Source: an optimization exercise on an open RTL-to-GDS flow (aim: small area, a short achievable clock period and few clock cycles). Production flows keep margins and buffers that such runs may drop.
At most, simulation tests tie the RTL to the original design; equivalence was not proved.
Power figures rest on the tool's default switching activity, not on a simulated workload.

## oak
==> flow/design.v <==
package puf_pkg;
  localparam int unsigned C_IOSCNUM_DEF      = 48;
  localparam int unsigned C_IOSCDWIDTH_DEF   = 24;
  localparam int unsigned C_OIDWIDTH_DEF     = 24;
  localparam int unsigned C_MEMDATAWIDTH_DEF = 8;
  localparam int unsigned C_MEMADDRWIDTH_DEF = 24;
  localparam int unsigned C_CHALBASE_DEF     = 0;
  localparam int unsigned C_IDXW = $clog2(C_IOSCNUM_DEF);
endpackage
module cnt_regfile #(
  parameter int unsigned N  = puf_pkg::C_IOSCNUM_DEF,
  parameter int unsigned DW = puf_pkg::C_IOSCDWIDTH_DEF,
  parameter int unsigned IW = puf_pkg::C_IDXW
) (
  input  logic          I_sclk,
  input  logic          I_we,
  input  logic [IW-1:0] I_wr_idx,
  input  logic [DW-1:0] I_wr_data,
  input  logic [IW-1:0] I_rd_idx,
  output logic [DW-1:0] O_rd_data
);
  logic [N-1:0][DW-1:0] cnt_q;
  logic [DW-1:0]        rd;
  for (genvar i = 0; i < N; i++) begin : g_cnt
    always_ff @(posedge I_sclk) begin
      if (I_we && I_wr_idx == i) cnt_q[i] <= I_wr_data;
    end
  end
  always_comb begin
    rd = '0;
    for (int i = 0; i < N; i++)
      rd = rd | (cnt_q[i] & {DW{I_rd_idx == i}});
  end
  always_ff @(posedge I_sclk) O_rd_data <= rd;
endmodule
module puf_resp_gen #(
  parameter int unsigned C_IOSCNUM      = puf_pkg::C_IOSCNUM_DEF,
  parameter int unsigned C_IOSCDWIDTH   = puf_pkg::C_IOSCDWIDTH_DEF,
  parameter int unsigned C_OIDWIDTH     = puf_pkg::C_OIDWIDTH_DEF,
  parameter int unsigned C_MEMDATAWIDTH = puf_pkg::C_MEMDATAWIDTH_DEF,
  parameter int unsigned C_MEMADDRWIDTH = puf_pkg::C_MEMADDRWIDTH_DEF,
  parameter int unsigned C_CHALBASE     = puf_pkg::C_CHALBASE_DEF
) (
  input  logic                      I_sclk,
  input  logic                      I_rst,
  input  logic                      I_cnt_valid,
  input  logic [puf_pkg::C_IDXW-1:0]         I_cnt_idx,
  input  logic [C_IOSCDWIDTH-1:0]   I_cnt_data,
  output logic                      O_cnt_ready,
  input  logic                      I_start,
  output logic                      O_busy,
  output logic [C_MEMADDRWIDTH-1:0] O_mem_addr,
  input  logic [C_MEMDATAWIDTH-1:0] I_mem_data,
  output logic [C_OIDWIDTH-1:0]     O_prim_id,
  output logic                      O_id_valid,
  output logic                      O_err
);
  localparam int unsigned IW = puf_pkg::C_IDXW;
  localparam int unsigned CW = $clog2(C_IOSCNUM + 1);
  localparam int unsigned NB = 2 * C_OIDWIDTH;    
  localparam logic [IW-1:0] LAST_A = NB - 1;
  localparam logic [CW-1:0] N_ALL  = C_IOSCNUM;
  localparam logic [CW-1:0] N_TWO  = C_IOSCNUM - 2;
  logic          busy_q, ready_q, id_valid_q, err_q;
  logic          fetch_q, m_v_q, r_v_q, x_v_q;
  logic [IW-1:0] addr_q;
  logic [C_IOSCNUM-1:0] loaded_q;
  logic [CW-1:0]        nld_q;
  logic                 full_q, one_q;
  logic          m_odd_q, r_odd_q, r_bad_q, a_bad_q;
  logic [IW-1:0] m_idx_q;
  logic [C_IOSCDWIDTH-1:0] rd_q, a_q;
  logic [C_OIDWIDTH-1:0]   id_q;
  logic idle, run_end, wr_in, wr_oob, wr_new, all_in, start_acc, shift, cmp_bit;
  logic [C_IOSCNUM-1:0] wmask, loaded_d;
  logic [CW-1:0]        nld_d, nld_inc;
  logic                 two;
  logic                    wv_q;
  logic [IW-1:0]           widx_q;
  logic [C_IOSCDWIDTH-1:0] wdata_q;
  assign idle    = ~(fetch_q | m_v_q | r_v_q | x_v_q);
  assign run_end = r_v_q & ~m_v_q;
  assign wr_in  = I_cnt_valid & idle;
  assign wr_oob = wr_in & ({1'b0, I_cnt_idx} >= C_IOSCNUM);
  always_comb begin
    wmask = '0;
    for (int i = 0; i < C_IOSCNUM; i++) wmask[i] = wr_in & (I_cnt_idx == i);
  end
  assign wr_new = |(wmask & ~loaded_q);
  assign all_in    = full_q | (one_q & wr_new);
  assign start_acc = idle & I_start & all_in;
  assign loaded_d = run_end ? '0 : (loaded_q | wmask);
  assign nld_inc  = nld_q + 1'b1;
  assign nld_d    = run_end ? '0 : (wr_new ? nld_inc : nld_q);
  assign two      = nld_q == N_TWO;
  assign shift   = r_v_q & r_odd_q;
  assign cmp_bit = ~a_bad_q & ~r_bad_q & (a_q > rd_q);
  cnt_regfile #(
    .N  (C_IOSCNUM),
    .DW (C_IOSCDWIDTH),
    .IW (IW)
  ) u_cnt_regfile (
    .I_sclk    (I_sclk),
    .I_we      (wv_q),
    .I_wr_idx  (widx_q),
    .I_wr_data (wdata_q),
    .I_rd_idx  (m_idx_q),
    .O_rd_data (rd_q)
  );
  always_ff @(posedge I_sclk) begin
    widx_q  <= I_cnt_idx;
    wdata_q <= I_cnt_data;
    m_idx_q <= I_mem_data[IW-1:0];
    m_odd_q <= ~addr_q[0];
    r_odd_q <= m_odd_q;
    r_bad_q <= {1'b0, m_idx_q} >= C_IOSCNUM;
    a_q     <= rd_q;
    a_bad_q <= r_bad_q;
  end
  always_ff @(posedge I_sclk or posedge I_rst) begin
    if (I_rst) begin
      busy_q     <= 1'b0;
      ready_q    <= 1'b1;
      id_valid_q <= 1'b0;
      err_q      <= 1'b0;
      fetch_q    <= 1'b0;
      m_v_q      <= 1'b0;
      r_v_q      <= 1'b0;
      x_v_q      <= 1'b0;
      addr_q     <= '0;
      loaded_q   <= '0;
      nld_q      <= '0;
      full_q     <= 1'b0;
      one_q      <= 1'b0;
      wv_q       <= 1'b0;
      id_q       <= '0;
    end else begin
      fetch_q    <= start_acc | (fetch_q & (addr_q != '0));
      m_v_q      <= fetch_q;
      r_v_q      <= m_v_q;
      x_v_q      <= r_v_q;
      id_valid_q <= run_end;
      busy_q     <= start_acc | fetch_q | m_v_q | r_v_q;
      ready_q    <= ~(start_acc | fetch_q | m_v_q | r_v_q);
      loaded_q <= loaded_d;
      nld_q    <= nld_d;
      full_q   <= ~run_end & (full_q | (one_q & wr_new));
      one_q    <= ~run_end & (one_q ? ~wr_new : (two & wr_new));
      wv_q     <= wr_in & ~wr_oob;
      if (idle) begin
        if (I_start) err_q <= all_in ? wr_oob : 1'b1;
        else if (wr_oob) err_q <= 1'b1;
      end else if (shift && (a_bad_q || r_bad_q)) begin
        err_q <= 1'b1;
      end
      if (addr_q != '0 && addr_q != LAST_A) addr_q <= addr_q + 1'b1;
      else                                  addr_q <= IW'(start_acc);
      if (shift) id_q <= {cmp_bit, id_q[C_OIDWIDTH-1:1]};
    end
  end
  assign O_cnt_ready = ready_q;
  assign O_busy      = busy_q;
  assign O_mem_addr  = C_MEMADDRWIDTH'(addr_q);
  assign O_prim_id   = id_q;
  assign O_id_valid  = id_valid_q;
  assign O_err       = err_q;
endmodule
export LEC_CHECK = 0
export CAP_MARGIN = 20
export CORE_MARGIN = 2
export CORE_UTILIZATION = 55
export CTS_CLUSTER_DIAMETER = 90
export CTS_CLUSTER_SIZE = 25
export SETUP_SLACK_MARGIN = 4.0
export SLEW_MARGIN = 20
create_clock -name core_clock -period 6.5 [get_ports {I_sclk}]
run.sh (not shown) runs the stock make flow with config.mk's settings and CLKGATE_MAP_FILE= SYNTH_SCRIPT=/design/flow/synth_recipe.tcl, a recipe that flattens the netlist after the stock synthesis.
Testbench counts of oak, summed over its fixed seeds: cycles 19,008.
### oak -> pine
--- a/flow/design.v
+++ b/flow/design.v
@@ -60,26 +60,21 @@
   localparam int unsigned NB = 2 * C_OIDWIDTH;    
   localparam logic [IW-1:0] LAST_A = NB - 1;
   localparam logic [CW-1:0] N_ALL  = C_IOSCNUM;
-  localparam logic [CW-1:0] N_TWO  = C_IOSCNUM - 2;
+  localparam logic [CW-1:0] N_ONE  = C_IOSCNUM - 1;
   logic          busy_q, ready_q, id_valid_q, err_q;
-  logic          fetch_q, m_v_q, r_v_q, x_v_q;
+  logic          fetch_q, r_v_q, x_v_q;
   logic [IW-1:0] addr_q;
   logic [C_IOSCNUM-1:0] loaded_q;
   logic [CW-1:0]        nld_q;
   logic                 full_q, one_q;
-  logic          m_odd_q, r_odd_q, r_bad_q, a_bad_q;
-  logic [IW-1:0] m_idx_q;
+  logic          r_odd_q, r_bad_q, a_bad_q;
   logic [C_IOSCDWIDTH-1:0] rd_q, a_q;
   logic [C_OIDWIDTH-1:0]   id_q;
   logic idle, run_end, wr_in, wr_oob, wr_new, all_in, start_acc, shift, cmp_bit;
   logic [C_IOSCNUM-1:0] wmask, loaded_d;
-  logic [CW-1:0]        nld_d, nld_inc;
-  logic                 two;
-  logic                    wv_q;
-  logic [IW-1:0]           widx_q;
-  logic [C_IOSCDWIDTH-1:0] wdata_q;
-  assign idle    = ~(fetch_q | m_v_q | r_v_q | x_v_q);
-  assign run_end = r_v_q & ~m_v_q;
+  logic [CW-1:0]        nld_d;
+  assign idle    = ~(fetch_q | r_v_q | x_v_q);
+  assign run_end = r_v_q & ~fetch_q;
   assign wr_in  = I_cnt_valid & idle;
   assign wr_oob = wr_in & ({1'b0, I_cnt_idx} >= C_IOSCNUM);
   always_comb begin
@@ -90,9 +85,7 @@
   assign all_in    = full_q | (one_q & wr_new);
   assign start_acc = idle & I_start & all_in;
   assign loaded_d = run_end ? '0 : (loaded_q | wmask);
-  assign nld_inc  = nld_q + 1'b1;
-  assign nld_d    = run_end ? '0 : (wr_new ? nld_inc : nld_q);
-  assign two      = nld_q == N_TWO;
+  assign nld_d    = run_end ? '0 : (nld_q + CW'(wr_new));
   assign shift   = r_v_q & r_odd_q;
   assign cmp_bit = ~a_bad_q & ~r_bad_q & (a_q > rd_q);
   cnt_regfile #(
@@ -101,19 +94,15 @@
     .IW (IW)
   ) u_cnt_regfile (
     .I_sclk    (I_sclk),
-    .I_we      (wv_q),
-    .I_wr_idx  (widx_q),
-    .I_wr_data (wdata_q),
-    .I_rd_idx  (m_idx_q),
+    .I_we      (wr_in & ~wr_oob),
+    .I_wr_idx  (I_cnt_idx),
+    .I_wr_data (I_cnt_data),
+    .I_rd_idx  (I_mem_data[IW-1:0]),
     .O_rd_data (rd_q)
   );
   always_ff @(posedge I_sclk) begin
-    widx_q  <= I_cnt_idx;
-    wdata_q <= I_cnt_data;
-    m_idx_q <= I_mem_data[IW-1:0];
-    m_odd_q <= ~addr_q[0];
-    r_odd_q <= m_odd_q;
-    r_bad_q <= {1'b0, m_idx_q} >= C_IOSCNUM;
+    r_odd_q <= ~addr_q[0];
+    r_bad_q <= {1'b0, I_mem_data[IW-1:0]} >= C_IOSCNUM;
     a_q     <= rd_q;
     a_bad_q <= r_bad_q;
   end
@@ -124,7 +113,6 @@
       id_valid_q <= 1'b0;
       err_q      <= 1'b0;
       fetch_q    <= 1'b0;
-      m_v_q      <= 1'b0;
       r_v_q      <= 1'b0;
       x_v_q      <= 1'b0;
       addr_q     <= '0;
@@ -132,21 +120,18 @@
       nld_q      <= '0;
       full_q     <= 1'b0;
       one_q      <= 1'b0;
-      wv_q       <= 1'b0;
       id_q       <= '0;
     end else begin
       fetch_q    <= start_acc | (fetch_q & (addr_q != '0));
-      m_v_q      <= fetch_q;
-      r_v_q      <= m_v_q;
+      r_v_q      <= fetch_q;
       x_v_q      <= r_v_q;
       id_valid_q <= run_end;
-      busy_q     <= start_acc | fetch_q | m_v_q | r_v_q;
-      ready_q    <= ~(start_acc | fetch_q | m_v_q | r_v_q);
+      busy_q     <= start_acc | fetch_q | r_v_q;
+      ready_q    <= ~(start_acc | fetch_q | r_v_q);
       loaded_q <= loaded_d;
       nld_q    <= nld_d;
-      full_q   <= ~run_end & (full_q | (one_q & wr_new));
-      one_q    <= ~run_end & (one_q ? ~wr_new : (two & wr_new));
-      wv_q     <= wr_in & ~wr_oob;
+      full_q   <= nld_d == N_ALL;
+      one_q    <= nld_d == N_ONE;
       if (idle) begin
         if (I_start) err_q <= all_in ? wr_oob : 1'b1;
         else if (wr_oob) err_q <= 1'b1;
Results
- Comparing pine and oak, complex-gate fraction of the synthesized area is lower on oak.
- In the reports for pine and oak, the smaller clock-cell share of area belongs to pine.
- Both conditions hold for pine: the flow ran to the end and the final layout passed the timing, design-rule and antenna checks.
- When the final numbers for pine and oak were put side by side, the number of global-route vias before repair turned out to be smaller in oak.
- Taking oak as the reference point, the total power of pine rises by 1.9%.
- The die of pine is smaller than the one used in oak.
- oak has lower data arrival time of the worst path than pine.
For pine, only the layout was checked, not whether the RTL still works.

## afterwards: timing with drivers on the ports
In the flow no input, the clock included, has a driving cell. The finished layouts below were timed again as built, in two steps.
Step 1, drivers: a clkbuf_16 drives I_sclk and a buf_2 each remaining input, both assumed.
Step 2, shift: input delay + t, output delay - t, t = (earliest + latest rising clock arrival at the registers) / 2. This alone moves slack from input paths to output paths.
Slacks: no drivers / after step 1 / after step 2; pairs: no drivers / after step 1.
| run | t (ns) | setup WS [ns] | hold slack, ns |
|---|---|---|---|
| oak | 0.762 | 3.882 / 3.818 / 3.141 | 0.335 / 0.335 / 0.335 |
| pine | 0.753 | 3.237 / 3.257 / 2.516 | 0.358 / 0.358 / 0.358 |
After both steps setup and hold are still met in every run listed. The setup slack of oak, which loses most, moves by -0.064 ns with the drivers and by -0.741 ns with both steps.
